This is an optimization exercise on Yosys and OpenROAD, whose aim is small area, not a production implementation.
Function was checked by simulation only, so behaviour that the tests miss may differ from the original.
The flow treats the clock pin as an ideal source, which a real chip does not have.
Power figures rest on the tool's default switching activity, not on a simulated workload.

### flow/flow/run.sh
#!/bin/bash
# Own layout flow: the standard ORFS layout (standard.sh, unchanged synthesis,
# floorplan, power grid and tap cells), with two changes:
#  - ports are buffered with the smallest buffer (buf_1) instead of ORFS's default pick;
#  - clock tree synthesis uses clkbuf_8, clusters of up to 14 sinks and inserts no dummy loads.
# ORFS writes each tool's full log under orfs/logs/; make's own output goes to make.log.
set -euo pipefail
export BUFFER_PORTS_ARGS="-buffer_cell sky130_fd_sc_hd__buf_1"
export CTS_ARGS="-sink_clustering_enable -sink_clustering_size 14 -sink_clustering_max_diameter 50 -repair_clock_nets -dont_use_dummy_load -buf_list sky130_fd_sc_hd__clkbuf_8"
bash standard.sh > make.log 2>&1
### flow/standard.sh
#!/bin/bash
# synth_recipe.tcl (not shown) runs the flow's synth.tcl, then flattens the netlist and writes it again
# the make line also repeats each setting of config.mk as NAME=value (left out here)
make -C /OpenROAD-flow-scripts/flow DESIGN_CONFIG=/design/flow/config.mk WORK_HOME=/design/flow/orfs CLKGATE_MAP_FILE= SYNTH_SCRIPT=/design/flow/synth_recipe.tcl "${@:-finish}"
### flow/config.mk
export PLATFORM = sky130hd
export DESIGN_NAME = decode_stage_pipe
export DESIGN_NICKNAME = decode_stage_pipe
export VERILOG_FILES = /design/flow/design.v
export SDC_FILE = /design/flow/constraint.sdc
export NUM_CORES = 4
export LEC_CHECK = 0
export CAP_MARGIN = 20
export CORE_MARGIN = 2
export CORE_UTILIZATION = 40
export SLEW_MARGIN = 20
export SYNTH_HIERARCHICAL = 1
### flow/constraint.sdc
create_clock -name core_clock -period 5.5 [get_ports {clk}]
set_input_delay 1.1000 -clock core_clock [delete_from_list [all_inputs] [get_ports {clk}]]
set_output_delay 1.1000 -clock core_clock [all_outputs]
set_load 0.01 [all_outputs]
### flow/design.v
module decode_stage_pipe #(
  parameter int          N      = 32,
  parameter logic [3:0]  PC_REG = 4'd15
) (
  input  logic         clk,
  input  logic         rst,
  input  logic         in_valid,
  input  logic [31:0]  inst,
  input  logic [N-1:0] pc,
  input  logic         reg_src_a1,
  input  logic         reg_src_a2,
  input  logic [1:0]   imm_src,
  input  logic         reg_write,
  input  logic [3:0]   a3,
  input  logic [N-1:0] wd3,
  input  logic         ex_stall,
  input  logic         flush,
  output logic [3:0]   a1,
  output logic [3:0]   a2,
  output logic         stall_fd,
  output logic         out_valid,
  output logic [N-1:0] out_rd1,
  output logic [N-1:0] out_rd2,
  output logic [N-1:0] out_imm,
  output logic [3:0]   out_rd,
  output logic [2:0]   out_cond,
  output logic [1:0]   out_op,
  output logic [4:0]   out_cmd,
  output logic         out_imm_flag,
  output logic         out_mem_load,
  output logic [N-1:0] r0,
  output logic [N-1:0] r1
);
  localparam int NR = 15;   
  logic [N-1:0]  rf   [NR];
  logic [N-1:0]  rf_d [NR];
  logic [NR-1:0] wm;        
  logic [NR-1:0] wr;        
  logic [NR-1:0] kp;        
  logic          wr_en;
  logic          q_valid;
  logic [N-1:0]  q_rd1, q_rd2;
  logic [31:0]   q_inst;
  logic [1:0]    q_isrc;
  logic          d_valid;
  logic [31:0]   d_inst;
  logic [1:0]    d_isrc;
  logic          load_use, hold, load;
  logic          pc1, pc2, byp1, byp2;
  logic [NR-1:0] s1, s2;
  logic [N-1:0]  rd1_n, rd2_n;
  assign a1    = reg_src_a1 ? PC_REG : inst[16:13];
  assign a2    = reg_src_a2 ? inst[20:17] : inst[3:0];
  assign wr_en = reg_write && (a3 != PC_REG);
  for (genvar i = 0; i < NR; i++) begin : g_row
    assign wm[i] = reg_write && (a3 == 4'(i));
    assign wr[i] = wm[i] && !rst;
    assign kp[i] = !wm[i] && !rst;
    for (genvar k = 0; k < N; k++) begin : g_bit
      dsp_ao22 u_d (.a0(wr[i]), .b0(wd3[k]), .a1(kp[i]), .b1(rf[i][k]), .y(rf_d[i][k]));
    end
    always_ff @(posedge clk) rf[i] <= rf_d[i];
  end
  assign out_mem_load = (q_inst[28:27] == 2'b01) && q_inst[21];
  assign load_use = q_valid && out_mem_load && in_valid &&
                    (((q_inst[20:17] == a1) && (a1 != PC_REG)) ||
                     ((q_inst[20:17] == a2) && (a2 != PC_REG)));
  assign stall_fd = !flush && (ex_stall || load_use);
  assign hold = ex_stall && !rst && !flush;
  assign load = !ex_stall && !rst && !flush && !load_use;
  assign pc1  = (a1 == PC_REG) && load;
  assign pc2  = (a2 == PC_REG) && load;
  assign byp1 = wr_en && (a3 == a1) && load;
  assign byp2 = wr_en && (a3 == a2) && load;
  for (genvar i = 0; i < NR; i++) begin : g_sel
    assign s1[i] = (a1 == 4'(i)) && !wm[i] && load;
    assign s2[i] = (a2 == 4'(i)) && !wm[i] && load;
  end
  for (genvar k = 0; k < N; k++) begin : g_rd
    logic [NR-1:0] col;
    for (genvar i = 0; i < NR; i++) begin : g_c
      assign col[i] = rf[i][k];
    end
    dsp_rsel u_rs1 (.s(s1), .d(col), .ps(pc1), .p(pc[k]), .bs(byp1), .b(wd3[k]),
                    .hs(hold), .h(q_rd1[k]), .y(rd1_n[k]));
    dsp_rsel u_rs2 (.s(s2), .d(col), .ps(pc2), .p(pc[k]), .bs(byp2), .b(wd3[k]),
                    .hs(hold), .h(q_rd2[k]), .y(rd2_n[k]));
  end
  dsp_ao22 u_v (.a0(load), .b0(in_valid), .a1(hold), .b1(q_valid), .y(d_valid));
  for (genvar k = 0; k < 32; k++) begin : g_inst
    dsp_ao22 u_i (.a0(load), .b0(inst[k]), .a1(hold), .b1(q_inst[k]), .y(d_inst[k]));
  end
  for (genvar k = 0; k < 2; k++) begin : g_isrc
    dsp_ao22 u_s (.a0(load), .b0(imm_src[k]), .a1(hold), .b1(q_isrc[k]), .y(d_isrc[k]));
  end
  always_ff @(posedge clk) begin
    q_valid <= d_valid;
    q_rd1   <= rd1_n;
    q_rd2   <= rd2_n;
    q_inst  <= d_inst;
    q_isrc  <= d_isrc;
  end
  always_comb begin
    case (q_isrc)
      2'b00:   out_imm = N'(q_inst[7:0]);
      2'b01:   out_imm = N'(q_inst[11:0]);
      2'b10:   out_imm = N'($signed({q_inst[23:0], 2'b00}));
      default: out_imm = N'($signed(q_inst[25:0]));
    endcase
  end
  assign out_valid    = q_valid;
  assign out_rd1      = q_rd1;
  assign out_rd2      = q_rd2;
  assign out_rd       = q_inst[20:17];
  assign out_cond     = q_inst[31:29];
  assign out_op       = q_inst[28:27];
  assign out_cmd      = q_inst[25:21];
  assign out_imm_flag = q_inst[26];
  assign r0           = rf[0];
  assign r1           = rf[1];
endmodule
module dsp_rsel (
  input  logic [14:0] s,
  input  logic [14:0] d,
  input  logic        ps,
  input  logic        p,
  input  logic        bs,
  input  logic        b,
  input  logic        hs,
  input  logic        h,
  output logic        y
);
  logic [5:0] n;
  logic       t;
  for (genvar g = 0; g < 5; g++) begin : g_grp
    dsp_aoi3 u_g (.a0(s[3*g]), .b0(d[3*g]), .a1(s[3*g+1]), .b1(d[3*g+1]),
                  .a2(s[3*g+2]), .b2(d[3*g+2]), .y(n[g]));
  end
  dsp_aoi3 u_pbh (.a0(ps), .b0(p), .a1(bs), .b1(b), .a2(hs), .b2(h), .y(n[5]));
  dsp_and3 u_t (.a(n[3]), .b(n[4]), .c(n[5]), .y(t));
  dsp_nand4 u_y (.a(n[0]), .b(n[1]), .c(n[2]), .d(t), .y(y));
endmodule
module dsp_aoi3 (
  input  logic a0, b0, a1, b1, a2, b2,
  output logic y
);
  assign y = ~((a0 & b0) | (a1 & b1) | (a2 & b2));
endmodule
module dsp_ao22 (
  input  logic a0, b0, a1, b1,
  output logic y
);
  assign y = (a0 & b0) | (a1 & b1);
endmodule
module dsp_and3 (
  input  logic a, b, c,
  output logic y
);
  assign y = a & b & c;
endmodule
module dsp_nand4 (
  input  logic a, b, c, d,
  output logic y
);
  assign y = ~(a & b & c & d);
endmodule
==> results of run 1 <==
-- Yosys stat by module (local to each module, per instance), excerpt --
module	area, um2	times used	flip-flops and latches	cells inside
decode_stage_pipe	13740	1	579	904
dsp_aoi3	10.01	384	0	1
dsp_ao22	8.758	515	0	1
dsp_and3	6.256	64	0	1
dsp_nand4	6.256	64	0	1
-- Yosys cell counts, drive strengths merged (2+ instances only) --
master and number:
dfxtp 579, a22o 520, a222oi 384, buf 93, nand4 67, and3 66, nor2 37, nor4 35
nor3 22, mux2i 17, nor2b 17, clkbuf 14, nand2 11, inv 10, mux2 7, xor2 7
nand3 6, o21ai 6, a21oi 5, xnor2 5, nand2b 4, and3b 3, or3 3, a31oi 2
nand3b 2, or2 2
-- kinds of logic (layout without fill, tap and decap cells) --
family,count (synthesis),after routing,synth area share (%)
compound gates,922,922,37.29
flops,579,579,50.63
simple gates,277,277,6.952
buf+inv,117,439,3.476
mux,24,24,1.191
xor+xnor,12,12,0.4591
other cells,0,1,0
-- through the flow --
step,total power [W],std cells
finish,0.007268,3010
global route,0.007466,3010
CTS,0.007254,3009
detailed placement,0.004882,2948
global placement,0.004867,2948
floorplan,0.004607,1931
-- flip-flops by register name (all words and copies together), names as in the netlist --
| register | flops |
|---|---|
| q_valid | 1 |
| q_rd2 | 32 |
| q_rd1 | 32 |
| q_inst | 32 |
| rf | 480 |
| q_isrc | 2 |
-- worst paths after layout --
check,cells after the start,to,from
worst min register to register,1,q_inst[30],q_inst[30]
worst min-delay path,1,q_inst[30],q_inst[30]
worst max register to register,10,q_rd1[8],q_inst[21]
worst max-delay path,8,stall_fd,reg_src_a2
-- layout by cell type (no fill, tap or decap), types with 11 or more instances in the layout --
cell type / synthesis / routed
dfxtp_1: 579 / 579
a22o_1: 520 / 520
a222oi_1: 384 / 384
buf_1: 1 / 294
buf_4: 84 / 72
nand4_1: 67 / 67
and3_1: 66 / 66
clkbuf_8: 0 / 61
nor4_2: 0 / 35
nor2_1: 37 / 20
nor2b_1: 17 / 17
mux2i_1: 14 / 14
nor3_2: 0 / 14
nor2_2: 0 / 14
nand2_1: 11 / 11
-- final cells by class --
cell class | count | share of cell area, %
Tap cell | 756 | 3.647
Sequential cell | 579 | 44.69
Inverter | 10 | 0.1447
Multi-Input combinational cell | 1235 | 41.84
Clock buffer | 61 | 3.237
Timing Repair Buffer | 368 | 6.435
Antenna cell | 1 | 0.009647
-- power by group through the flow --
stage	clock, W	combinational, W	sequential, W
CTS	0.00247	0.000483	0.00430
finish	0.00246	0.000501	0.00431
floorplan	0	0.000220	0.00439
global route	0.00264	0.000518	0.00431
detailed placement	0	0.000482	0.00440
global placement	0	0.000470	0.00440
-- metal layers --
layer,vias up,share of wire (%)
met4,0,4.6
met1,11330,38
li1,9319,-
met2,1959,43
met5,-,0
met3,352,14
==> impl_metrics.tcl, run 1 <==
set metrics [dict create \
    wire_per_inst_um 34.78 \
    yosys_warnings 10 \
    maxCapViolCount 0 \
    grt_antenna_before_repair 1 \
    place.gp.congestion 0.8524 \
    p_leak_nw 8.618 \
    crit_chain "buf_1 > mux2i_2 > inv_2 > xnor2_1 > nand4_1 > o211ai_4 > and2b_1 > buf_1" \
    synth.largest_area_cell "dfxtp_1" \
    final.setup_skew_ns 0.09178 \
    clkLatencyLatePin_ns 0.75 \
    synthTopCellsByArea "dfxtp_1, a22o_1, a222oi_1" \
    netSwitchingFraction_pct 26.32 \
    vias_per_cell 7.629 \
    crit_top_cell "buf_1" \
    async_flop_share_pct 0 \
    min_period_ns 4.590 \
    grt.busiest_layer "met2" \
    switchingPower_w 0.001913 \
    timing_worst_setup_path_type "primary input to primary output" \
    drt-initial-drc-count 4916 \
    gr-total-overflow 0 \
    start_util_pct 40.52 \
    vias 22960 \
    final_util_pct 45.91 \
    synth_area_per_cell_um2 11.86 \
    numClockSinks 579 \
    tns_ns 0 \
    slew-limit-headroom_pct 31.94 \
    synth_edf_count 0 \
    clockBufferDepth 3 \
    arrival_ns 3.49 \
    die_y_um 243.2 \
    post_cts_buffers 0 \
    synth_flop_cell "dfxtp_1" \
    die_w_um 243.2 \
    grt_max_degree 65 \
    postLayoutCellArea_um2 25940 \
    cts_resized 0 \
    required_ns 4.40 \
    finalWorstSetupSlack_ns 0.9099 \
    yosys.cell_types.count 43 \
    htreeDepth 2 \
    rsz0062_at_grt "false" \
    drv_slew 0 \
    seqPwrFrac_pct 59.2 \
    crit_path_top_delay_cell "o211ai_4" \
    max_freq_mhz 217.9 \
    clockRootBuffer "clkbuf_8" \
    die-area_um2 59160 \
    numCtsBuffers 61 \
    place_hpwl_um 55500 \
    placed_area_um2 25100 \
    final_nets 2365 \
    met2_usage_pct 50.58 \
    r2r_slack_ns 2.08 \
    setup_viol 0 \
    boundaryPins 296 \
    ant_nets 0 \
    syn-num-nets 2041 \
    multi_input_area_um2 10850 \
    io_buffer_count 295 \
    use_met1_pct 44.60 \
    yosys_register_bits 579 \
    worst_setup_path_start_kind "primary input" \
    min_path_type "flip-flop to flip-flop" \
    register_area_um2 11590 \
    critPathMaxStageDelay_ns 0.63 \
    clkPwrFrac_pct 33.9 \
    place_ws_ns 0.7735 \
    drc 0 \
    synth-seq-area-share_pct 50.63 \
    cts_tree "done" \
    p_per_area_nw_per_um2 280.2 \
    yosys.area.top_type_share_pct 50.63 \
    grt_usage_pct 33.74 \
    fp-row-count 87 \
    tightest_slew_ns 1.021 \
    whs_ns 0.4697 \
    cp_max_fo 19 \
    end_kind "primary output" \
    core_um2 56500 \
    area_delta_synth_final_pct 13.30 \
    synth_cells 1931 \
    grt_pass1_vias 22150 \
    totalWireLength_um 104700 \
    cp_num_buf_inv 3 \
    vdd_ir_drop_max_mv 0.1702 \
    outcome "finished clean" \
    cts_hold_buf 0 \
    crit_family "buffers and inverters" \
    finalCritPeriodShare_pct 83.46 \
    p_int_w 0.005355 \
    clk_pin_slew_ns 0.05 \
    grt_pass1_wl_um 150400 \
    hold_violations 0 \
    first_pass_iters 13 \
    drive_gt1_share_pct 9.720 \
    grtUsageMet3_pct 9.962 \
    nFillCells 5260 \
    syn_area_um2 22890 \
    p_comb_share_pct 6.9 \
]
==> run 2: changes to the inputs <==
--- a/flow/design.v
+++ b/flow/design.v
@@ -38,5 +38,4 @@
   logic [NR-1:0] wr;        
   logic [NR-1:0] kp;        
-  logic          wr_en;
   logic          q_valid;
   logic [N-1:0]  q_rd1, q_rd2;
@@ -47,10 +46,9 @@
   logic [1:0]    d_isrc;
   logic          load_use, hold, load;
-  logic          pc1, pc2, byp1, byp2;
+  logic          pc1, pc2;
   logic [NR-1:0] s1, s2;
   logic [N-1:0]  rd1_n, rd2_n;
   assign a1    = reg_src_a1 ? PC_REG : inst[16:13];
   assign a2    = reg_src_a2 ? inst[20:17] : inst[3:0];
-  assign wr_en = reg_write && (a3 != PC_REG);
   for (genvar i = 0; i < NR; i++) begin : g_row
     assign wm[i] = reg_write && (a3 == 4'(i));
@@ -71,19 +69,17 @@
   assign pc1  = (a1 == PC_REG) && load;
   assign pc2  = (a2 == PC_REG) && load;
-  assign byp1 = wr_en && (a3 == a1) && load;
-  assign byp2 = wr_en && (a3 == a2) && load;
   for (genvar i = 0; i < NR; i++) begin : g_sel
-    assign s1[i] = (a1 == 4'(i)) && !wm[i] && load;
-    assign s2[i] = (a2 == 4'(i)) && !wm[i] && load;
+    assign s1[i] = (a1 == 4'(i)) && load;
+    assign s2[i] = (a2 == 4'(i)) && load;
   end
   for (genvar k = 0; k < N; k++) begin : g_rd
     logic [NR-1:0] col;
     for (genvar i = 0; i < NR; i++) begin : g_c
-      assign col[i] = rf[i][k];
+      assign col[i] = rf_d[i][k];
     end
-    dsp_rsel u_rs1 (.s(s1), .d(col), .ps(pc1), .p(pc[k]), .bs(byp1), .b(wd3[k]),
-                    .hs(hold), .h(q_rd1[k]), .y(rd1_n[k]));
-    dsp_rsel u_rs2 (.s(s2), .d(col), .ps(pc2), .p(pc[k]), .bs(byp2), .b(wd3[k]),
-                    .hs(hold), .h(q_rd2[k]), .y(rd2_n[k]));
+    dsp_rsel u_rs1 (.s(s1), .d(col), .ps(pc1), .p(pc[k]), .hs(hold), .h(q_rd1[k]),
+                    .y(rd1_n[k]));
+    dsp_rsel u_rs2 (.s(s2), .d(col), .ps(pc2), .p(pc[k]), .hs(hold), .h(q_rd2[k]),
+                    .y(rd2_n[k]));
   end
   dsp_ao22 u_v (.a0(load), .b0(in_valid), .a1(hold), .b1(q_valid), .y(d_valid));
@@ -125,6 +121,4 @@
   input  logic        ps,
   input  logic        p,
-  input  logic        bs,
-  input  logic        b,
   input  logic        hs,
   input  logic        h,
@@ -137,7 +131,5 @@
                   .a2(s[3*g+2]), .b2(d[3*g+2]), .y(n[g]));
   end
-  dsp_aoi3 u_pbh (.a0(ps), .b0(p), .a1(bs), .b1(b), .a2(hs), .b2(h), .y(n[5]));
-  dsp_and3 u_t (.a(n[3]), .b(n[4]), .c(n[5]), .y(t));
-  dsp_nand4 u_y (.a(n[0]), .b(n[1]), .c(n[2]), .d(t), .y(y));
+  dsp_fin u_f (.n(n[4:0]), .a0(ps), .b0(p), .a1(hs), .b1(h), .y(y));
 endmodule
 module dsp_aoi3 (
@@ -146,4 +138,11 @@
 );
   assign y = ~((a0 & b0) | (a1 & b1) | (a2 & b2));
+endmodule
+module dsp_fin (
+  input  logic [4:0] n,
+  input  logic a0, b0, a1, b1,
+  output logic y
+);
+  assign y = ~(&n) | (a0 & b0) | (a1 & b1);
 endmodule
 module dsp_ao22 (
==> run 2 against run 1 <==
  * Still clean
  * Critical path depth decreased by 1
  * Cell count increased by 1.4%
  * Register-to-register slack got worse by 0.11 ns
  * Synthesized cell count decreased by 1.5%
==> impl_metrics.tcl, run 2 <==
set metrics [dict create \
    grt_pass1_wl_um 139800 \
    ant_nets 0 \
    wire_per_inst_um 31.97 \
    clkPwrFrac_pct 33.3 \
    grt_antenna_before_repair 4 \
    numClockSinks 579 \
    drive_gt1_share_pct 9.600 \
    placedCellCount 2990 \
    place.gp.congestion 0.8421 \
    synth_edf_count 0 \
    htreeDepth 2 \
    top_layer "met5" \
    min_path_type "flip-flop to flip-flop" \
    fp-row-count 86 \
    p_per_area_nw_per_um2 275.2 \
    largest_reg_flops 480 \
    synth_area_per_cell_um2 11.75 \
    netSwitchingFraction_pct 25.88 \
    crit_path_top_delay_cell "a32oi_1" \
    r2r-start "q_inst[21]" \
    final_nets 2414 \
    syn-num-nets 2012 \
    clk_pin_slew_ns 0.07 \
    tightest_slew_ns 1.185 \
    gr-total-overflow 0 \
    critPathLaunch "reg_src_a2" \
    tns_ns 0 \
    yosys.area.top_type_share_pct 51.88 \
    crit_top_cell "buf_1" \
    crit_chain "buf_1 > nor2b_1 > a32oi_1 > o21ai_0 > or4_1 > o311ai_1 > buf_1" \
    outcome "finished clean" \
    setup_viol 0 \
    seqPwrFrac_pct 59.8 \
    synth_flop_cell "dfxtp_1" \
    grt_pass1_vias 21260 \
    worst_setup_path_start_kind "primary input" \
    place_hpwl_um 55820 \
    min_period_ns 4.211 \
    synth_cells 1902 \
    drv_slew 0 \
    hold_violations 0 \
    start_util_pct 40.48 \
    required_ns 4.40 \
    finalNonFillerCells 3052 \
    drc 0 \
    totalWireLength_um 97580 \
    nFillCells 5118 \
    clockBufferDepth 3 \
    cts_tree "done" \
    first_pass_iters 13 \
    post_cts_buffers 0 \
    clockRootBuffer "clkbuf_8" \
    die_w_um 240.3 \
    die_y_um 240.3 \
    boundaryPins 296 \
    grt_usage_pct 32.16 \
    yosys.cell_types.count 45 \
    p_int_w 0.005302 \
    slew-limit-headroom_pct 20.79 \
    vdd_ir_drop_max_mv 0.1767 \
    mostFrequentLayoutCell "a22o_1" \
    final.setup_skew_ns 0.04445 \
    wl_met2_um 42810 \
    vias 22140 \
    drt-initial-drc-count 4844 \
    p_comb_share_pct 6.9 \
    yosys_warnings 10 \
    syn_area_um2 22340 \
    crit_path_end "stall_fd" \
    critPathMaxStageDelay_ns 0.64 \
    synth.largest_area_cell "dfxtp_1" \
    yosys_register_bits 579 \
    synth-seq-area-share_pct 51.88 \
    clkLatencyLatePin_ns 0.69 \
    die-area_um2 57760 \
    finalCritPeriodShare_pct 76.57 \
    area_delta_synth_final_pct 16.35 \
    async_flop_share_pct 0 \
    cts_resized 0 \
    switchingPower_w 0.001852 \
    end_kind "primary output" \
    synth_most_common_cell "a22o_1" \
    wl_met3_um 12640 \
    r2r_slack_ns 1.97 \
    p_leak_nw 9.603 \
    finalWorstSetupSlack_ns 1.289 \
    max_freq_mhz 237.4 \
    met1Wirelength_um 37840 \
    timing_worst_setup_path_type "primary input to primary output" \
    io_buffer_count 295 \
    core_um2 55200 \
    maxCapViolCount 0 \
    layout_common_cells "a22o_1, dfxtp_1, a222oi_1, buf_1" \
    synthTopCellsByArea "dfxtp_1, a22o_1, a222oi_1" \
    p_total_w 0.007154 \
    rsz0062_at_grt "false" \
    regMostFlops "rf" \
    vias_per_cell 7.253 \
    place_ws_ns 0.9227 \
    r2r_end "q_rd1[3]" \
    grt_max_degree 55 \
    worstRegToRegCells 10 \
    ys_top_cells_by_count "a22o_1, dfxtp_1, a222oi_1, nand2_1, or3_1" \
    cp_max_fo 8 \
    numCtsBuffers 58 \
    arrival_ns 3.11 \
    cts_hold_buf 0 \
]
-- run 2: cell count changes after synthesis, moves of 64 or more --
cell	delta
or3_1	+66
nand4_1	-67
buf_4	-64
and3_1	-64
a222oi_1	-64
nand2_1	+69
-- run 2: power by group through the flow --
stage               Clock (W)  Sequential (W)  Combinational (W)
global route          0.00256         0.00428           0.000510
detailed placement          0         0.00438           0.000472
global placement            0         0.00437           0.000462
CTS                   0.00240         0.00428           0.000473
floorplan                   0         0.00437           0.000205
finish                0.00238         0.00428           0.000493
-- run 2: kinds of logic (layout without fill, tap and decap cells) --
kind of cell,count (synthesis),count (layout),share of synthesized area [%]
mux,24,24,1.126
other cells,0,2,0
xor+xnor,6,6,0.2352
simple gates,311,311,7.280
buf+inv,45,445,1.238
compound gates,937,937,38.24
flops,579,579,51.88
-- run 2: worst max-delay path: cells and delay by family --
family                 cells  cell delay (ns)
and+or+nand+nor            2             0.51
AOI/OAI and AO/OA          3             0.93
buffers and inverters      2             0.56
-- run 2: area by class of cell --
class	count	area (um2)	area share [%]
Sequential cell	579	11590	44.59
Timing Repair Buffer	378	1775	6.830
Multi-Input combinational cell	1278	10860	41.76
Clock buffer	58	798.3	3.071
Inverter	9	33.78	0.1300
Antenna cell	2	5.005	0.01925
Tap cell	748	935.9	3.600
-- run 2: metal layers --
layer,up-vias,global-route usage [%]
met2,1653,49.00
li1,9241,-
met4,2,14.79
met5,-,0
met3,346,7.796
met1,10900,42.94
-- run 2: per-stage QoR --
| stage | utilization [%] | hold slack (ns) | instance area, um2 |
|---|---|---|---|
| CTS | 47.00 | 0.4789 | 25940 |
| detailed placement | 45.55 | 0.4559 | 25140 |
| global route | 47.09 | 0.5038 | 25990 |
| global placement | 45.55 | 0.4522 | 25140 |
| finish | 47.09 | 0.4794 | 25990 |
| floorplan | - | 0.4407 | 22350 |
-- run 2: worst min path at each step --
stage | startpoint | to | slack [ns] | cells past startpoint
2_1_floorplan | q_inst[29] | q_inst[29] | 0.44 | 1
3_3_place_gp | q_inst[31] | q_inst[31] | 0.45 | 1
4_1_cts | q_inst[30] | q_inst[30] | 0.48 | 1
5_1_grt | q_inst[1] | q_inst[1] | 0.50 | 1
3_5_place_dp | q_inst[30] | q_inst[30] | 0.46 | 1
6_report | q_inst[30] | q_inst[30] | 0.48 | 1
-- run 2: per-module statistics from Yosys, one instance, submodules excluded, a selection --
module,times used,cell area [um2]
dsp_fin,64,23.77
dsp_ao22,515,8.758
dsp_aoi3,320,10.01
decode_stage_pipe,1,13110
==> run 3: changes to the inputs <==
--- a/flow/config.mk
+++ b/flow/config.mk
@@ -6,7 +6,8 @@
 export NUM_CORES = 4
 export LEC_CHECK = 0
-export CAP_MARGIN = 20
+export CAP_MARGIN = 10
 export CORE_MARGIN = 2
 export CORE_UTILIZATION = 40
-export SLEW_MARGIN = 20
+export PLACE_DENSITY = 0.72
+export SLEW_MARGIN = 10
 export SYNTH_HIERARCHICAL = 1
==> run 3 against run 2 <==
  * Area after synthesis unchanged
  * Final area decreased by 0.38%
  * Still clean
  * Largest cell class unchanged
  * Power decreased by 0.87%
  * Sequential share of layout area up 0.17 points
  * Highest routed layer unchanged
  * Die area unchanged
  * Critical path type unchanged
==> impl_metrics.tcl, run 3 <==
set metrics [dict create \
    vdd_ir_drop_max_mv 0.1593 \
    setup_viol 0 \
    wire_per_inst_um 31.13 \
    p_leak_nw 9.521 \
    yosys_warnings 10 \
    required_ns 4.40 \
    vias 22500 \
    cts_resized 0 \
    rsz0062_at_grt "false" \
    clk_pin_slew_ns 0.05 \
    gr-total-overflow 0 \
    boundaryPins 296 \
    yosys_register_bits 579 \
    timing_worst_setup_path_type "primary input to primary output" \
    cts_tree "done" \
    synth_cells 1902 \
    place.gp.congestion 0.8303 \
    async_flop_share_pct 0 \
    ys_top_cells_by_count "a22o_1, dfxtp_1, a222oi_1, nand2_1, or3_1" \
    synth.largest_area_cell "dfxtp_1" \
    layout_common_cells "a22o_1, dfxtp_1, a222oi_1, buf_1, nand2_1" \
    clockBufferDepth 3 \
    io_buffer_count 295 \
    tns_ns 0 \
    synth_most_common_cell "a22o_1" \
    worst_setup_path_start_kind "primary input" \
    p_per_area_nw_per_um2 273.8 \
    crit_path_top_delay_cell "or4_1" \
    post_cts_buffers 0 \
    synth_edf_count 0 \
    final_util_pct 46.92 \
    synth_area_per_cell_um2 11.75 \
    ant_nets 0 \
    finalWorstSetupSlack_ns 1.308 \
    tightest_slew_ns 1.314 \
    finalCritPeriodShare_pct 76.21 \
    yosys.cell_types.count 45 \
    die-area_um2 57760 \
    die_y_um 240.3 \
    synthTopCellsByArea "dfxtp_1, a22o_1, a222oi_1" \
    place_hpwl_um 54420 \
    final.setup_skew_ns 0.08065 \
    clkLatencyLatePin_ns 0.73 \
    place_ws_ns 1.013 \
    grt_antenna_before_repair 6 \
    largest_reg_flops 480 \
    hold_violations 0 \
    outcome "finished clean" \
    end_kind "primary output" \
    grt_usage_pct 31.01 \
    synth_flop_cell "dfxtp_1" \
    cp_num_buf_inv 3 \
    synth-seq-area-share_pct 51.88 \
    drc 0 \
    drv_slew 0 \
    crit_top_cell "buf_1" \
    yosys.area.top_type_share_pct 51.88 \
    fp-row-count 86 \
    core_um2 55200 \
    min_path_type "flip-flop to flip-flop" \
    crit_family "buffers and inverters" \
    first_pass_iters 12 \
    crit_chain "buf_1 > mux2i_1 > inv_1 > xnor2_1 > nand3_2 > or4_1 > o311ai_1 > buf_1" \
    min_period_ns 4.192 \
    htreeDepth 2 \
    critPathMaxStageDelay_ns 0.48 \
    grt_pass1_vias 21820 \
    max_freq_mhz 238.6 \
    drive_gt1_share_pct 9.007 \
    slew-limit-headroom_pct 12.21 \
    grt_pass1_wl_um 136400 \
    drt-initial-drc-count 4277 \
    vias_per_cell 7.411 \
    syn_area_um2 22340 \
    syn-num-nets 2012 \
    grt_max_degree 69 \
    numCtsBuffers 56 \
    maxCapViolCount 0 \
    clockRootBuffer "clkbuf_8" \
    final_nets 2399 \
    arrival_ns 3.09 \
    numClockSinks 579 \
    die_w_um 240.3 \
    regMostFlops "rf" \
    cp_max_fo 8 \
    cts_hold_buf 0 \
    start_util_pct 40.48 \
    totalWireLength_um 94500 \
    area_delta_synth_final_pct 15.91 \
    mostFrequentLayoutCell "a22o_1" \
]
[run 3: cell counts after synthesis]
Identical to the previous run, type by type.
[run 3: kinds of logic (layout without fill, tap and decap cells)]
kind of cell	after synthesis	after routing	share of synthesized area (%)
flops	579	579	51.88
buf+inv	45	430	1.238
other cells	0	1	0
mux	24	24	1.126
compound gates	937	937	38.24
xor+xnor	6	6	0.2352
simple gates	311	311	7.280
[run 3: area by class of cell]
class                      count  area (um2)
fill                        5043       29300
sequential                   579       11590
multi-input combinational   1278       10930
timing repair buffer         365        1633
tap                          748       935.9
clock buffer                  56       770.7
inverter                       9       33.78
antenna                        1       2.502
[run 3: path summary, 6_finish.rpt]
check / cells after the start / slack (ns) / from / endpoint
setup / recovery: 8 / 1.31 / reg_src_a2 / stall_fd
hold / removal: 1 / 0.47 / q_inst[31] / q_inst[31]
setup reg to reg: 10 / 1.91 / q_inst[21] / q_rd1[27]
hold reg to reg: 1 / 0.47 / q_inst[31] / q_inst[31]
[run 3: power by group]
part           total [W]  switching [W]  leakage, nW  internal, W
registers        0.00428      0.0000308         4.68      0.00425
logic           0.000491       0.000369         4.44     0.000121
clock network    0.00232        0.00142        0.403     0.000901
total            0.00709        0.00182         9.52      0.00527
[run 3: worst reg2reg max path, delay by kind of cell, from the launching register on]
family / cells / cell delay, ns
DFF: 1 / 0.41
and+or+nand+nor: 5 / 1.39
buffers and inverters: 3 / 0.95
AOI/OAI and AO/OA: 2 / 0.68
[run 3: Yosys stat by module, one instance, submodules excluded, excerpt]
module	cells inside	flip-flops and latches	cell area, um2	copies in the design
dsp_ao22	1	0	8.758	515
dsp_fin	4	0	23.77	64
decode_stage_pipe	811	579	13110	1
dsp_aoi3	1	0	10.01	320
[run 3: metal layers]
layer  global-route usage [%]  vias up  wire length [um]
met4                    14.12        2              4192
li1                         -     9221                 -
met3                    11.27      356             14580
met1                    40.31    10960             35760
met2                    45.77     1957             39960
met5                        0        -                11
[run 3: through the flow]
step	area, um2	hold slack (ns)	instances	total power [W]
2_1_floorplan	22350	0.4407	1902	0.004576
3_3_place_gp	25120	0.4511	2979	0.004826
3_5_place_dp	25120	0.4586	2979	0.004843
4_1_cts	25890	0.4754	3035	0.007076
5_1_grt	25890	0.4963	3035	0.007263
6_report	25900	0.4742	3036	0.007092
==> run 4: changes to the inputs <==
--- a/flow/design.v
+++ b/flow/design.v
@@ -78,8 +78,9 @@
       assign col[i] = rf_d[i][k];
     end
-    dsp_rsel u_rs1 (.s(s1), .d(col), .ps(pc1), .p(pc[k]), .hs(hold), .h(q_rd1[k]),
-                    .y(rd1_n[k]));
-    dsp_rsel u_rs2 (.s(s2), .d(col), .ps(pc2), .p(pc[k]), .hs(hold), .h(q_rd2[k]),
-                    .y(rd2_n[k]));
+    logic m1, m2;
+    assign m1 = ~((pc1 & pc[k]) | (hold & q_rd1[k]));
+    assign m2 = ~((pc2 & pc[k]) | (hold & q_rd2[k]));
+    dsp_rsel u_rs1 (.s(s1), .d(col), .m(m1), .y(rd1_n[k]));
+    dsp_rsel u_rs2 (.s(s2), .d(col), .m(m2), .y(rd2_n[k]));
   end
   dsp_ao22 u_v (.a0(load), .b0(in_valid), .a1(hold), .b1(q_valid), .y(d_valid));
@@ -119,11 +120,8 @@
   input  logic [14:0] s,
   input  logic [14:0] d,
-  input  logic        ps,
-  input  logic        p,
-  input  logic        hs,
-  input  logic        h,
+  input  logic        m,
   output logic        y
 );
-  logic [5:0] n;
+  logic [4:0] n;
   logic       t;
   for (genvar g = 0; g < 5; g++) begin : g_grp
@@ -131,5 +129,6 @@
                   .a2(s[3*g+2]), .b2(d[3*g+2]), .y(n[g]));
   end
-  dsp_fin u_f (.n(n[4:0]), .a0(ps), .b0(p), .a1(hs), .b1(h), .y(y));
+  dsp_and3 u_t (.a(n[3]), .b(n[4]), .c(m), .y(t));
+  dsp_nand4 u_y (.a(n[0]), .b(n[1]), .c(n[2]), .d(t), .y(y));
 endmodule
 module dsp_aoi3 (
@@ -138,11 +137,4 @@
 );
   assign y = ~((a0 & b0) | (a1 & b1) | (a2 & b2));
-endmodule
-module dsp_fin (
-  input  logic [4:0] n,
-  input  logic a0, b0, a1, b1,
-  output logic y
-);
-  assign y = ~(&n) | (a0 & b0) | (a1 & b1);
 endmodule
 module dsp_ao22 (
==> flow/flow/run.sh (replaced) <==
#!/bin/bash
# Own layout flow: the standard ORFS layout (standard.sh: unchanged synthesis,
# floorplan, power grid and tap cells), with these changes:
#  - ports are buffered with the smallest buffer (buf_1) instead of ORFS's default pick;
#  - clock tree synthesis uses clkbuf_8, clusters of up to 14 sinks and inserts no dummy loads;
#  - after clock tree synthesis, combinational cells that drive a single load (after
#    placement-time buffering) are shrunk to their _1 size (flow/downsize.tcl); the
#    global-route repair steps then fix any slew, capacitance or timing issue;
#  - the global-route stage recovers area on non-critical paths (RECOVER_POWER).
# ORFS writes each tool's full log under orfs/logs/; make's and the downsizing step's
# own output go to make_cts.log, downsize.log and make_finish.log.
set -euo pipefail
export BUFFER_PORTS_ARGS="-buffer_cell sky130_fd_sc_hd__buf_1"
export CTS_ARGS="-sink_clustering_enable -sink_clustering_size 14 -sink_clustering_max_diameter 50 -repair_clock_nets -dont_use_dummy_load -buf_list sky130_fd_sc_hd__clkbuf_8"
export RECOVER_POWER=100
bash standard.sh cts > make_cts.log 2>&1
R=orfs/results/sky130hd/decode_stage_pipe/base
IN_ODB=$R/4_cts.odb OUT_ODB=$R/4_cts_small.odb openroad -no_init -exit flow/downsize.tcl > downsize.log 2>&1
mv -f $R/4_cts_small.odb $R/4_cts.odb
bash standard.sh > make_finish.log 2>&1
==> flow/flow/downsize.tcl (new file) <==
# Shrink combinational cells that drive a single load to their smallest (_1) size.
# Registers, clock nets and port nets are left alone. Cells keep their origin, so the
# placement stays legal; later repair steps fix any slew or capacitance this causes.
read_db $::env(IN_ODB)
set db [ord::get_db]
set block [ord::get_db_block]
set n 0
set saved 0.0
foreach inst [$block getInsts] {
  set m [$inst getMaster]
  set name [$m getName]
  if {![regexp {^(sky130_fd_sc_hd__[a-z0-9]+)_([0-9]+)$} $name -> base size]} continue
  if {$size <= 1} continue
  if {[regexp {__(df|edf|sdf|dl|clk|buf|inv|conb|tap|fill|decap|diode)} $name]} continue
  set outs {}
  foreach it [$inst getITerms] {
    if {[$it isOutputSignal] && [$it getNet] ne "NULL"} { lappend outs [$it getNet] }
  }
  if {[llength $outs] != 1} continue
  set net [lindex $outs 0]
  if {[$net getSigType] eq "CLOCK"} continue
  if {[llength [$net getBTerms]] > 0} continue
  set loads 0
  foreach t [$net getITerms] { if {[$t isInputSignal]} { incr loads } }
  if {$loads != 1} continue
  set small [$db findMaster ${base}_1]
  if {$small eq "NULL"} continue
  set saved [expr {$saved + ([$m getWidth] - [$small getWidth]) * double([$m getHeight])}]
  $inst swapMaster $small
  incr n
}
set dbu [$block getDbUnitsPerMicron]
puts "DOWNSIZE swapped $n cells, [expr {$saved / ($dbu*$dbu)}] um2"
write_db $::env(OUT_ODB)
==> run 4 against run 3 <==
  * The layout now fails its checks (capacitance limit, slew limit)
  * Worst hold slack lost 0.010 ns
  * Clock power increased by 3%
  * Critical path depth stayed put
  * Via count is 1.3% higher
  * Flip-flop and latch count unchanged
  * Register-to-register slack worse by 0.14 ns
  * Non-clock buffer count increased by 1
==> impl_metrics.tcl, run 4 <==
set metrics [dict create \
    async_flop_share_pct 0 \
    io_buffer_count 295 \
    synth_area_per_cell_um2 12.04 \
    htreeDepth 2 \
    hold_violations 0 \
    clockBufferDepth 3 \
    grtUsageMet3_pct 11.54 \
    boundaryPins 296 \
    synth_flop_cell "dfxtp_1" \
    post_cts_buffers 0 \
    grt.busiest_layer "met2" \
    max_freq_mhz 201.0 \
    p_leak_nw 8.438 \
    area_delta_synth_final_pct 13.10 \
    yosys_warnings 10 \
    first_pass_iters 14 \
    clkLatencyLatePin_ns 0.74 \
    core_um2 55090 \
    synth-seq-area-share_pct 51.92 \
    ys_top_cells_by_count "dfxtp_1, a22o_1, a222oi_1, and3_1, a32oi_1" \
    mostFrequentLayoutCell "dfxtp_1" \
    ant_nets 0 \
    synthTopCellsByArea "dfxtp_1, a22o_1, a222oi_1" \
    slew-limit-headroom_pct -156.7 \
    totalWireLength_um 103100 \
    nFillCells 5091 \
    synth_edf_count 0 \
    required_ns 6.13 \
    placedCellCount 2913 \
    numCtsBuffers 58 \
    numClockSinks 579 \
    drc 0 \
    arrival_ns 5.60 \
    synth_most_common_cell "dfxtp_1" \
    use_met1_pct 42.05 \
    r2r-start "q_inst[19]" \
    tns_ns 0 \
    final_util_pct 45.83 \
    clk_pin_slew_ns 0.07 \
    worst_setup_path_start_kind "primary input" \
    clockRootBuffer "clkbuf_8" \
    violations "capacitance limit, slew limit" \
    grt_usage_pct 34.24 \
    grt_antenna_before_repair 1 \
    rsz0062_at_grt "false" \
    p_per_area_nw_per_um2 284.6 \
    cts_resized 0 \
    vdd_ir_drop_max_mv 0.2153 \
    drive_gt1_share_pct 5.578 \
    fp-row-count 86 \
    hold_start "q_inst[29]" \
    syn_area_um2 22330 \
    end_kind "flip-flop" \
    final_nets 2335 \
    die_w_um 240.2 \
    gr-total-overflow 0 \
    grt_pass1_wl_um 147900 \
    final.setup_skew_ns 0.08852 \
    cp_max_fo 24 \
    outcome "failed layout checks" \
    cts_tree "done" \
    tightest_slew_ns 3.837 \
    min_period_ns 4.975 \
    syn-num-nets 1964 \
    vias_per_cell 7.666 \
    wire_per_inst_um 34.71 \
    critPathLaunch "a3[2]" \
    maxCapViolCount 14 \
    place_hpwl_um 56720 \
    finalCritPeriodShare_pct 90.45 \
    met2_usage_pct 51.02 \
    place.gp.congestion 0.8941 \
    yosys_register_bits 579 \
    synth.largest_area_cell "dfxtp_1" \
    drt-initial-drc-count 4610 \
    grt_max_degree 95 \
    yosys.area.top_type_share_pct 51.92 \
    cts_hold_buf 0 \
    setup_viol 0 \
    yosys.cell_types.count 45 \
    drv_slew 425 \
    layout_common_cells "dfxtp_1, a22o_1, a222oi_1, buf_1, and3_1" \
    finalNonFillerCells 2972 \
    regMostFlops "rf" \
    min_path_type "flip-flop to flip-flop" \
    die_y_um 240.2 \
    largest_reg_flops 480 \
    timing_worst_setup_path_type "primary input to flip-flop" \
    synth_cells 1854 \
    grt_pass1_vias 22770 \
    die-area_um2 57720 \
    start_util_pct 40.52 \
    vias 22780 \
]
[run 4: cell count changes after synthesis, moves of 6 or more]
cell,change
a22o_1,-64
a32oi_1,+64
and3_1,+65
clkbuf_1,+13
nand2_1,-61
nand3_1,-66
nand4_1,+64
nor3_1,+12
nor4_1,-17
nor4_2,+6
or3_1,-65
[run 4: final cells by class]
type	count	area, um2	area share [%]
clock buffer	58	798.3	3.162
inverter	8	30.03	0.1189
sequential	579	11590	45.91
tap	748	935.9	3.707
multi-input combinational	1212	10280	40.72
timing repair buffer	366	1610	6.378
antenna	1	2.502	0.009911
[run 4: kinds of logic after synthesis]
| kind of cell | count (synthesis) | synth area share (%) |
|---|---|---|
| compound gates | 930 | 38.12 |
| flops | 579 | 51.92 |
| mux | 24 | 1.160 |
| simple gates | 252 | 6.910 |
| buf+inv | 63 | 1.659 |
| xor+xnor | 6 | 0.2354 |
[run 4: final timing paths]
path                     end  slack, ns  cells after the start
setup / recovery    q_rd1[1]       0.53                      8
setup reg to reg   q_rd1[13]       1.77                      9
hold / removal    q_inst[29]       0.46                      1
hold reg to reg   q_inst[29]       0.46                      1
[run 4: per-stage QoR]
stage	setup slack (ns)	power (W)	instance area (um2)	hold slack [ns]
after floorplan	0.2077	0.004594	22330	0.4407
after CTS	0.9692	0.007165	25750	0.4715
final	0.5251	0.007187	25250	0.4641
after detailed placement	0.9993	0.004880	24950	0.4541
after global routing	0.6247	0.007345	25250	0.4802
after global placement	1.059	0.004864	24950	0.4511
[run 4: modules after synthesis (local to each module, per instance), excerpt]
module	times used	area [um2]
dsp_ao22	515	8.758
dsp_and3	64	6.256
dsp_aoi3	320	10.01
decode_stage_pipe	1	13810
dsp_nand4	64	6.256
[run 4: critical path, cell delays in order]
cell and delay (ns):
clkbuf_1 0.26, nor2b_1 0.39, nand2b_1 0.18, nor2_1 2.38, clkbuf_1 0.69, a22o_1 0.30, a222oi_1 0.14, nand4_1 0.14
[run 4: routing by layer]
| layer | vias up | routed length, um |
|---|---|---|
| li1 | 9126 | - |
| met1 | 10860 | 36060 |
| met2 | 2267 | 43510 |
| met3 | 531 | 16560 |
| met4 | 0 | 7014 |
| met5 | - | 0 |
[run 4: where the power goes]
| group | internal [W] | switching [W] |
|---|---|---|
| combinational | 0.000121 | 0.000390 |
| clock | 0.000930 | 0.00146 |
| sequential | 0.00425 | 0.0000308 |
| total | 0.00530 | 0.00189 |
==> run 5: changes to the inputs <==
--- a/flow/flow/run.sh
+++ b/flow/flow/run.sh
@@ -6,6 +6,5 @@
 #  - after clock tree synthesis, combinational cells that drive a single load (after
 #    placement-time buffering) are shrunk to their _1 size (flow/downsize.tcl); the
-#    global-route repair steps then fix any slew, capacitance or timing issue;
-#  - the global-route stage recovers area on non-critical paths (RECOVER_POWER).
+#    global-route repair steps then fix any slew, capacitance or timing issue.
 # ORFS writes each tool's full log under orfs/logs/; make's and the downsizing step's
 # own output go to make_cts.log, downsize.log and make_finish.log.
@@ -13,5 +12,4 @@
 export BUFFER_PORTS_ARGS="-buffer_cell sky130_fd_sc_hd__buf_1"
 export CTS_ARGS="-sink_clustering_enable -sink_clustering_size 14 -sink_clustering_max_diameter 50 -repair_clock_nets -dont_use_dummy_load -buf_list sky130_fd_sc_hd__clkbuf_8"
-export RECOVER_POWER=100
 bash standard.sh cts > make_cts.log 2>&1
 R=orfs/results/sky130hd/decode_stage_pipe/base
==> run 5 against run 4 <==
  * Now clean on timing, DRC and antenna
  * Combinational power barely moved
  * Register-to-register slack improved by 0.60 ns
  * Clock-buffer cell count unchanged
  * Highest routed layer unchanged
  * Power hardly changed
  * Area after synthesis unchanged
  * Worst hold slack about the same
  * Critical path depth unchanged
  * Critical path type is now primary input to primary output
  * Critical endpoint is now stall_fd
==> impl_metrics.tcl, run 5 <==
set metrics [dict create \
    yosys.area.top_type_share_pct 51.92 \
    htreeDepth 2 \
    final.setup_skew_ns 0.09064 \
    totalWireLength_um 103300 \
    post_cts_buffers 0 \
    place.gp.congestion 0.8941 \
    maxCapViolCount 0 \
    seqPwrFrac_pct 59.5 \
    p_leak_nw 8.508 \
    synthTopCellsByArea "dfxtp_1, a22o_1, a222oi_1" \
    drv_slew 0 \
    layout_common_cells "dfxtp_1, a22o_1, a222oi_1, buf_1, buf_4" \
    first_pass_iters 12 \
    p_int_w 0.005302 \
    r2r-start "q_inst[19]" \
    clockRootBuffer "clkbuf_8" \
    grt_max_degree 95 \
    yosys_register_bits 579 \
    regMostFlops "rf" \
    fp-row-count 86 \
    drc 0 \
    synth_cells 1854 \
    end_kind "primary output" \
    synth_area_per_cell_um2 12.04 \
    placedCellCount 2913 \
    tightest_slew_ns 1.341 \
    rsz0062_at_grt "false" \
    yosys.cell_types.count 45 \
    core_um2 55090 \
    grt_usage_pct 34.24 \
    timing_worst_setup_path_type "primary input to primary output" \
    io_buffer_count 295 \
    mostFrequentLayoutCell "dfxtp_1" \
    die_y_um 240.2 \
    place_hpwl_um 56720 \
    p_comb_share_pct 7.2 \
    syn-num-nets 1964 \
    die-area_um2 57720 \
    gr-total-overflow 0 \
    grt_pass1_wl_um 147900 \
    vias_per_cell 7.728 \
    clockBufferDepth 3 \
    finalNonFillerCells 2972 \
    largest_reg_flops 480 \
    setup_viol 0 \
    min_period_ns 4.178 \
    vias 22970 \
    clk_pin_slew_ns 0.03 \
    cts_hold_buf 0 \
    die_w_um 240.2 \
    async_flop_share_pct 0 \
    ys_top_cells_by_count "dfxtp_1, a22o_1, a222oi_1, and3_1, a32oi_1" \
    critPathLaunch "reg_src_a2" \
    cp_max_fo 32 \
    grt_pass1_vias 22770 \
    synth-seq-area-share_pct 51.92 \
    crit_path_end "stall_fd" \
    required_ns 4.40 \
    drive_gt1_share_pct 6.703 \
    netSwitchingFraction_pct 26.28 \
    r2r_slack_ns 2.37 \
    worst_setup_path_start_kind "primary input" \
    grt.busiest_layer "met2" \
    yosys_warnings 10 \
    final_nets 2335 \
    drt-initial-drc-count 4459 \
    numCtsBuffers 58 \
    numClockSinks 579 \
    min_path_type "flip-flop to flip-flop" \
    vdd_ir_drop_max_mv 0.2194 \
    tns_ns 0 \
    clkLatencyLatePin_ns 0.75 \
    outcome "finished clean" \
    synth_most_common_cell "dfxtp_1" \
    p_per_area_nw_per_um2 283.6 \
    ant_nets 0 \
    finalCritPeriodShare_pct 75.97 \
    met2_usage_pct 51.02 \
    synth.largest_area_cell "dfxtp_1" \
    clkPwrFrac_pct 33.3 \
    synth_flop_cell "dfxtp_1" \
    grtUsageMet3_pct 11.54 \
    arrival_ns 3.08 \
    boundaryPins 296 \
    r2r_end "q_rd1[3]" \
    cts_resized 0 \
    hold_violations 0 \
    switchingPower_w 0.001890 \
    max_freq_mhz 239.3 \
    cts_tree "done" \
    start_util_pct 40.52 \
    worstRegToRegCells 9 \
    slew-limit-headroom_pct 10.63 \
    syn_area_um2 22330 \
    wire_per_inst_um 34.75 \
    nFillCells 5062 \
    synth_edf_count 0 \
    grt_antenna_before_repair 1 \
    use_met1_pct 42.05 \
    area_delta_synth_final_pct 13.60 \
]
-- run 5: how the worst min path moves through the flow --
stage / slack [ns] / depth (start not counted) / endpoint / start
3_3_place_gp: 0.45 / 1 / q_inst[31] / q_inst[31]
4_1_cts: 0.47 / 1 / q_inst[29] / q_inst[29]
6_report: 0.46 / 1 / q_inst[29] / q_inst[29]
3_5_place_dp: 0.45 / 1 / q_inst[30] / q_inst[30]
2_1_floorplan: 0.44 / 1 / q_inst[29] / q_inst[29]
5_1_grt: 0.48 / 1 / q_inst[26] / q_inst[26]
-- run 5: cell type report --
| cell class | instances | area, um2 | area share [%] |
|---|---|---|---|
| flip-flops and latches | 579 | 11590 | 45.70 |
| multi-input cells | 1212 | 10340 | 40.76 |
| repair buffers | 366 | 1667 | 6.571 |
| well taps | 748 | 935.9 | 3.690 |
| clock buffers | 58 | 798.3 | 3.148 |
| inverters | 8 | 30.03 | 0.1184 |
| diodes | 1 | 2.502 | 0.009867 |
-- run 5: cells by family (layout without fill, tap and decap cells) --
logic type	after synthesis	in the layout	share of synthesized area [%]
other cells	0	1	0
mux	24	24	1.160
buf+inv	63	432	1.659
compound gates	930	930	38.12
flops	579	579	51.92
simple gates	252	252	6.910
xor+xnor	6	6	0.2354
-- run 5: per-module statistics from Yosys, one instance, submodules excluded, a selection --
module,cells,times used
dsp_and3,1,64
dsp_nand4,1,64
dsp_aoi3,1,320
dsp_ao22,1,515
decode_stage_pipe,891,1
-- run 5: power groups by stage --
stage / clock network, W / registers [W] / logic [W]
3_5_place_dp: 0 / 0.00438 / 0.000503
3_3_place_gp: 0 / 0.00438 / 0.000489
5_1_grt: 0.00254 / 0.00429 / 0.000524
4_1_cts: 0.00238 / 0.00428 / 0.000505
2_1_floorplan: 0 / 0.00437 / 0.000221
6_report: 0.00240 / 0.00428 / 0.000514
-- run 5: worst max-delay path, stage by stage --
cell,delay (ns)
buf_1,0.39
mux2i_2,0.39
inv_2,0.11
xnor2_1,0.14
and2_4,0.17
a31o_4,0.39
o21ba_1,0.19
buf_1,0.19
-- run 5: layer usage --
layer	up-vias	part of all wire, %
met4	0	6.9
met3	577	16
met2	2345	42
met1	10920	35
met5	-	0
li1	9129	-
-- run 5: per-stage QoR --
stage	hold WS (ns)	area, um2	util [%]	total power, W	setup slack [ns]
floorplan	0.4407	22330	-	0.004594	0.2077
global route	0.4802	25360	46.03	0.007348	1.220
finish	0.4641	25360	46.03	0.007192	1.322
global placement	0.4511	24950	45.29	0.004864	1.059
CTS	0.4715	25750	46.74	0.007165	0.9692
detailed placement	0.4541	24950	45.29	0.004880	0.9993
==> run 6: changes to the inputs <==
--- a/flow/flow/run.sh
+++ b/flow/flow/run.sh
@@ -3,5 +3,5 @@
 # floorplan, power grid and tap cells), with these changes:
 #  - ports are buffered with the smallest buffer (buf_1) instead of ORFS's default pick;
-#  - clock tree synthesis uses clkbuf_8, clusters of up to 14 sinks and inserts no dummy loads;
+#  - clock tree synthesis uses clkbuf_4, clusters of up to 8 sinks and inserts no dummy loads;
 #  - after clock tree synthesis, combinational cells that drive a single load (after
 #    placement-time buffering) are shrunk to their _1 size (flow/downsize.tcl); the
@@ -11,5 +11,5 @@
 set -euo pipefail
 export BUFFER_PORTS_ARGS="-buffer_cell sky130_fd_sc_hd__buf_1"
-export CTS_ARGS="-sink_clustering_enable -sink_clustering_size 14 -sink_clustering_max_diameter 50 -repair_clock_nets -dont_use_dummy_load -buf_list sky130_fd_sc_hd__clkbuf_8"
+export CTS_ARGS="-sink_clustering_enable -sink_clustering_size 8 -sink_clustering_max_diameter 60 -repair_clock_nets -dont_use_dummy_load -buf_list sky130_fd_sc_hd__clkbuf_4"
 bash standard.sh cts > make_cts.log 2>&1
 R=orfs/results/sky130hd/decode_stage_pipe/base
==> run 6 against run 5 <==
  * Still clean on timing, DRC and antenna
  * Worst setup slack improved by 0.019 ns
  * Cell count grew 0.91%
  * Flip-flop and latch count stayed put
  * Register-to-register slack about the same
  * Combinational power hardly changed
  * Sequential share of layout area up 0.30 points
  * Non-clock buffer count unchanged
  * Via count rose by 0.91%
  * Core utilization down 0.30 points
  * Power down 3.4%
  * Clock power decreased by about 10%
  * Critical path type unchanged
  * Largest cell class unchanged
==> impl_metrics.tcl, run 6 <==
set metrics [dict create \
    async_flop_share_pct 0 \
    vias 23180 \
    p_total_w 0.006945 \
    io_buffer_count 295 \
    outcome "finished clean" \
    wire_per_inst_um 34.54 \
    syn_area_um2 22330 \
    area_delta_synth_final_pct 12.86 \
    synthTopCellsByArea "dfxtp_1, a22o_1, a222oi_1" \
    die_y_um 240.2 \
    synth_flop_cell "dfxtp_1" \
    critPathMaxStageDelay_ns 0.39 \
    ant_nets 0 \
    syn-num-nets 1964 \
    largest_reg_flops 480 \
    cts_hold_buf 0 \
    clockRootBuffer "clkbuf_4" \
    place.gp.congestion 0.8941 \
    post_cts_buffers 0 \
    place_hpwl_um 56720 \
    layout_common_cells "dfxtp_1, a22o_1, a222oi_1, buf_1, clkbuf_4" \
    arrival_ns 3.06 \
    clk_pin_slew_ns 0.07 \
    yosys_warnings 10 \
    htreeDepth 3 \
    final_nets 2361 \
    hold_depth 1 \
    clkLatencyLatePin_ns 0.90 \
    yosys.area.top_type_share_pct 51.92 \
    slew-limit-headroom_pct 8.716 \
    cts_tree "done" \
    finalNonFillerCells 2999 \
    synth_most_common_cell "dfxtp_1" \
    crit_chain "buf_1 > mux2i_2 > inv_2 > xnor2_1 > and2_4 > a31o_4 > o21ba_1 > buf_1" \
    cp_max_fo 32 \
    drt-initial-drc-count 4638 \
    drc 0 \
    cts_resized 0 \
    core_um2 55090 \
    fp-row-count 86 \
    regMostFlops "rf" \
    final.setup_skew_ns 0.1470 \
    grt_antenna_before_repair 4 \
    required_ns 4.40 \
    worstRegToRegCells 9 \
    clockBufferDepth 3 \
    first_pass_iters 15 \
    crit_path_top_delay_cell "buf_1" \
    numClockSinks 579 \
    p_leak_nw 8.477 \
    rsz0062_at_grt "false" \
    synth_edf_count 0 \
    min_path_type "flip-flop to flip-flop" \
    min_period_ns 4.159 \
    synth_area_per_cell_um2 12.04 \
    worst_setup_path_start_kind "primary input" \
    ys_top_cells_by_count "dfxtp_1, a22o_1, a222oi_1, and3_1, a32oi_1" \
    boundaryPins 296 \
    totalWireLength_um 103600 \
    max_freq_mhz 240.5 \
    placedCellCount 2913 \
    crit_top_cell "buf_1" \
    start_util_pct 40.52 \
    maxCapViolCount 0 \
    die-area_um2 57720 \
    grt_max_degree 95 \
    finalCritPeriodShare_pct 75.62 \
    synth.largest_area_cell "dfxtp_1" \
    yosys.cell_types.count 45 \
    grt_usage_pct 34.46 \
    grt_pass1_wl_um 148500 \
    numCtsBuffers 84 \
    p_per_area_nw_per_um2 275.6 \
    vdd_ir_drop_max_mv 0.1695 \
    tns_ns 0 \
    vias_per_cell 7.729 \
    drive_gt1_share_pct 7.781 \
    gr-total-overflow 0 \
    setup_viol 0 \
    synth_cells 1854 \
    end_kind "primary output" \
    yosys_register_bits 579 \
    grt_pass1_vias 23010 \
    hold_violations 0 \
    synth-seq-area-share_pct 51.92 \
    mostFrequentLayoutCell "dfxtp_1" \
    tightest_slew_ns 1.363 \
    drv_slew 0 \
    timing_worst_setup_path_type "primary input to primary output" \
    die_w_um 240.2 \
]
==> run 6: cell counts after synthesis <==
Identical to the previous run, type by type.
==> run 6: worst paths after layout <==
kind	start	endpoint	slack [ns]
setup reg to reg	q_inst[19]	q_rd1[3]	2.38
hold reg to reg	q_inst[30]	q_inst[30]	0.47
setup / recovery	reg_src_a2	stall_fd	1.34
hold / removal	q_inst[30]	q_inst[30]	0.47
==> run 6: cell type report <==
type / count / area [um2]
inverters: 8 / 30.03
multi-input cells: 1212 / 10340
clock buffers: 84 / 630.6
repair buffers: 366 / 1667
flip-flops and latches: 579 / 11590
well taps: 748 / 935.9
diodes: 2 / 5.005
fillers: 5112 / 29900
==> run 6: worst max-delay path: cells and delay by family <==
kind            cells  cell delay (ns)
xor+xnor            1             0.14
simple gates        1             0.17
compound gates      2             0.57
buf+inv             3             0.68
mux                 1             0.39
==> run 6: layer usage <==
layer  wire length [um]  track usage, %
met5                 11               0
met4               6823           20.87
met3              17450           13.07
met2              43650           51.45
met1              35640           42.01
==> run 6: cells by family (layout without fill, tap and decap cells) <==
| group | count (synthesis) | after routing | share of synthesized area (%) |
|---|---|---|---|
| xor gates and xnor gates | 6 | 6 | 0.2354 |
| other | 0 | 2 | 0 |
| AOI/OAI and AO/OA | 930 | 930 | 38.12 |
| muxes | 24 | 24 | 1.160 |
| DFF | 579 | 579 | 51.92 |
| buffers and inverters | 63 | 458 | 1.659 |
| and+or+nand+nor | 252 | 252 | 6.910 |
==> run 6: through the flow <==
stage | worst slack (ns) | utilization [%] | hold WS (ns) | instance area, um2
floorplan | 0.2077 | - | 0.4407 | 22330
global placement | 1.059 | 45.29 | 0.4511 | 24950
detailed placement | 0.9993 | 45.29 | 0.4541 | 24950
CTS | 0.9692 | 46.44 | 0.4610 | 25580
global route | 1.220 | 45.73 | 0.4724 | 25200
finish | 1.341 | 45.73 | 0.4723 | 25200
==> run 6: modules after synthesis (local to each module, per instance), a selection <==
module	cells	area, um2
decode_stage_pipe	891	13810
dsp_aoi3	1	10.01
dsp_and3	1	6.256
dsp_nand4	1	6.256
dsp_ao22	1	8.758
==> run 6: power by group <==
group | switching, W | leakage, nW | total, W | internal [W]
Clock | 0.00145 | 0.386 | 0.00215 | 0.000699
Sequential | 0.0000310 | 4.68 | 0.00428 | 0.00425
Combinational | 0.000393 | 3.41 | 0.000515 | 0.000122
Total | 0.00187 | 8.48 | 0.00695 | 0.00507
==> run 7: changes to the inputs <==
--- a/flow/flow/run.sh
+++ b/flow/flow/run.sh
@@ -6,5 +6,6 @@
 #  - after clock tree synthesis, combinational cells that drive a single load (after
 #    placement-time buffering) are shrunk to their _1 size (flow/downsize.tcl); the
-#    global-route repair steps then fix any slew, capacitance or timing issue.
+#    global-route repair steps then fix any slew, capacitance or timing issue;
+#  - the global-route stage recovers area on non-critical paths (RECOVER_POWER).
 # ORFS writes each tool's full log under orfs/logs/; make's and the downsizing step's
 # own output go to make_cts.log, downsize.log and make_finish.log.
@@ -12,4 +13,5 @@
 export BUFFER_PORTS_ARGS="-buffer_cell sky130_fd_sc_hd__buf_1"
 export CTS_ARGS="-sink_clustering_enable -sink_clustering_size 8 -sink_clustering_max_diameter 60 -repair_clock_nets -dont_use_dummy_load -buf_list sky130_fd_sc_hd__clkbuf_4"
+export RECOVER_POWER=100
 bash standard.sh cts > make_cts.log 2>&1
 R=orfs/results/sky130hd/decode_stage_pipe/base
==> run 7 against run 6 <==
  * The layout now fails its checks (capacitance limit, slew limit)
  * Worst setup slack worse by 0.65 ns
  * Final area down 0.46%
  * Flip-flop and latch count unchanged
  * Sequential share of layout area up 0.21 points
  * Synthesized cell count unchanged
  * Area after synthesis unchanged
  * Critical endpoint is now q_rd2[8]
==> impl_metrics.tcl, run 7 <==
set metrics [dict create \
    outcome "failed layout checks" \
    violations "capacitance limit, slew limit" \
    clockRootBuffer "clkbuf_4" \
    hold_violations 0 \
    area_delta_synth_final_pct 12.34 \
    seqPwrFrac_pct 61.6 \
    slew-limit-headroom_pct -153.2 \
    p_per_area_nw_per_um2 276.9 \
    synth-seq-area-share_pct 51.92 \
    syn-num-nets 1964 \
    multi_input_area_um2 10280 \
    clockBufferDepth 3 \
    syn_area_um2 22330 \
    synth.largest_area_cell "dfxtp_1" \
    core_um2 55090 \
    clkPwrFrac_pct 31.0 \
    min_path_type "flip-flop to flip-flop" \
    first_pass_iters 13 \
    boundaryPins 296 \
    yosys_warnings 10 \
    synth_flop_cell "dfxtp_1" \
    start_util_pct 40.52 \
    drt-initial-drc-count 4647 \
    postLayoutCellArea_um2 25080 \
    ant_nets 0 \
    required_ns 6.29 \
    cp_max_fo 24 \
    clkLatencyLatePin_ns 0.90 \
    end_kind "flip-flop" \
    synth_area_per_cell_um2 12.04 \
    wire_per_inst_um 34.60 \
    nFillCells 5143 \
    synth_cells 1854 \
    grt_antenna_before_repair 4 \
    totalWireLength_um 103800 \
    p_int_w 0.005069 \
    timing_worst_setup_path_type "primary input to flip-flop" \
    grt_usage_pct 34.46 \
    min_period_ns 4.814 \
    switchingPower_w 0.001875 \
    final.setup_skew_ns 0.1439 \
    vias_per_cell 7.732 \
    cts_hold_buf 0 \
    yosys_register_bits 579 \
    layout_common_cells "dfxtp_1, a22o_1, a222oi_1, buf_1, clkbuf_4" \
    regMostFlops "rf" \
    die_w_um 240.2 \
    finalCritPeriodShare_pct 87.52 \
    rsz0062_at_grt "false" \
    cts_resized 0 \
    tightest_slew_ns 3.784 \
    post_cts_buffers 0 \
    cts_tree "done" \
    placed_area_um2 24950 \
    vias 23190 \
    p_comb_share_pct 7.4 \
    tns_ns 0 \
    drive_gt1_share_pct 6.625 \
    die-area_um2 57720 \
    synth_most_common_cell "dfxtp_1" \
    clk_pin_slew_ns 0.10 \
    setup_viol 0 \
    drc 0 \
    vdd_ir_drop_max_mv 0.1681 \
    max_freq_mhz 207.7 \
    grt_max_degree 95 \
    netSwitchingFraction_pct 27.00 \
    arrival_ns 5.60 \
    synthTopCellsByArea "dfxtp_1, a22o_1, a222oi_1" \
    place.gp.congestion 0.8941 \
    fp-row-count 86 \
    synth_edf_count 0 \
    io_buffer_count 295 \
    async_flop_share_pct 0 \
    drv_slew 425 \
    grt_pass1_vias 23010 \
    numCtsBuffers 84 \
    largest_reg_flops 480 \
    grt_pass1_wl_um 148500 \
    htreeDepth 3 \
    ys_top_cells_by_count "dfxtp_1, a22o_1, a222oi_1, and3_1, a32oi_1" \
    place_hpwl_um 56720 \
    final_nets 2361 \
    worst_setup_path_start_kind "primary input" \
    mostFrequentLayoutCell "dfxtp_1" \
    numClockSinks 579 \
    yosys.cell_types.count 45 \
    p_leak_nw 8.403 \
    yosys.area.top_type_share_pct 51.92 \
    maxCapViolCount 14 \
    register_area_um2 11590 \
    gr-total-overflow 0 \
    die_y_um 240.2 \
]
==> run 7: cell counts after synthesis <==
Identical to the previous run, type by type.
==> run 7: final timing paths <==
kind	start	endpoint	slack (ns)	cells past startpoint
worst max-delay path	a3[2]	q_rd2[8]	0.69	8
worst max register to register	q_inst[19]	q_rd1[3]	1.78	9
worst min register to register	q_inst[30]	q_inst[30]	0.47	1
worst min-delay path	q_inst[30]	q_inst[30]	0.47	1
==> run 7: cell type report <==
| cell class | count | area share (%) |
|---|---|---|
| well taps | 748 | 3.732 |
| repair buffers | 366 | 6.406 |
| flip-flops and latches | 579 | 46.22 |
| multi-input cells | 1212 | 40.99 |
| clock buffers | 84 | 2.514 |
| inverters | 8 | 0.1197 |
| diodes | 2 | 0.01996 |
==> run 7: routing by layer <==
| layer | vias up | GRT usage [%] | routed length [um] |
|---|---|---|---|
| met3 | 582 | 13.07 | 16950 |
| met1 | 11010 | 42.01 | 36340 |
| met5 | - | 0 | 11 |
| met4 | 2 | 20.87 | 7092 |
| met2 | 2384 | 51.45 | 43390 |
| li1 | 9214 | - | - |
==> run 7: cells by family (layout without fill, tap and decap cells) <==
| family | count (synthesis) | in the layout | synth area share (%) |
|---|---|---|---|
| other | 0 | 2 | 0 |
| buffers and inverters | 63 | 458 | 1.659 |
| AOI/OAI and AO/OA | 930 | 930 | 38.12 |
| xor gates and xnor gates | 6 | 6 | 0.2354 |
| muxes | 24 | 24 | 1.160 |
| and+or+nand+nor | 252 | 252 | 6.910 |
| DFF | 579 | 579 | 51.92 |
==> run 7: power by group through the flow <==
| stage | sequential [W] | combinational, W | clock, W |
|---|---|---|---|
| global route | 0.00429 | 0.000520 | 0.00233 |
| floorplan | 0.00437 | 0.000221 | 0 |
| global placement | 0.00438 | 0.000489 | 0 |
| finish | 0.00428 | 0.000511 | 0.00215 |
| detailed placement | 0.00438 | 0.000503 | 0 |
| CTS | 0.00428 | 0.000505 | 0.00216 |
==> run 7: through the flow <==
stage / power (W) / hold slack, ns / utilization [%] / std cells / setup WS [ns]
final: 0.006944 / 0.4731 / 45.52 / 2999 / 0.6865
after global routing: 0.007137 / 0.4724 / 45.52 / 2999 / 0.6657
after CTS: 0.006940 / 0.4610 / 46.44 / 2997 / 0.9692
after detailed placement: 0.004880 / 0.4541 / 45.29 / 2913 / 0.9993
after global placement: 0.004864 / 0.4511 / 45.29 / 2913 / 1.059
after floorplan: 0.004594 / 0.4407 / - / 1854 / 0.2077
==> run 7: modules after synthesis, one instance, submodules excluded, excerpt <==
module | flip-flops and latches | cells
dsp_nand4 | 0 | 1
dsp_ao22 | 0 | 1
dsp_aoi3 | 0 | 1
decode_stage_pipe | 579 | 891
dsp_and3 | 0 | 1
==> run 7: worst max-delay path, stage by stage <==
cell and delay, ns:
clkbuf_1 0.25, nor2b_1 0.40, nand2b_1 0.18, nor2_1 2.28, clkbuf_1 0.74, a22o_1 0.33
a222oi_1 0.15, nand4_1 0.14

[afterwards: timing with drivers on the ports]
No port has a modelled driver above. Below, the same layouts with a new extraction and two added sets of constraints.
Step 1 assumes that a clkbuf_16 drives the clock port and a buf_2 every other input.
Step 2 adds t to the input delays and takes it off the output delays; t is the mean of the earliest and latest rising clock arrival at the registers after step 1. Input paths then give back, and output paths get back, about the clock's delay inside the block.
Three values: ideal ports, drivers, drivers and shift; two values: the first two.
run | t, ns | setup WS [ns] | hold slack, ns | worst slew at a driven data input, ns | cell pins on the clock port's net
run 1 | 0.768 | 0.910 / 0.864 / 0.613 | 0.470 / 0.470 / 0.470 | 0.06 | 1
run 2 | 0.737 | 1.289 / 1.233 / 0.817 | 0.479 / 0.479 / 0.479 | 0.10 | 1
run 3 | 0.748 | 1.308 / 1.271 / 0.829 | 0.474 / 0.474 / 0.474 | 0.13 | 1
run 4 | 0.752 | 0.525 / 0.561 / -0.191 | 0.464 / 0.464 / 0.464 | 0.18 | 1
run 5 | 0.757 | 1.322 / 1.282 / 1.227 | 0.464 / 0.464 / 0.464 | 0.18 | 1
run 6 | 0.881 | 1.341 / 1.302 / 1.196 | 0.472 / 0.472 / 0.472 | 0.15 | 1
run 7 | 0.883 | 0.686 / 0.719 / -0.164 | 0.473 / 0.473 / 0.473 | 0.17 | 1
For run 7, which loses most, drivers alone change the setup slack by +0.033 ns; drivers and shift together by -0.850 ns.
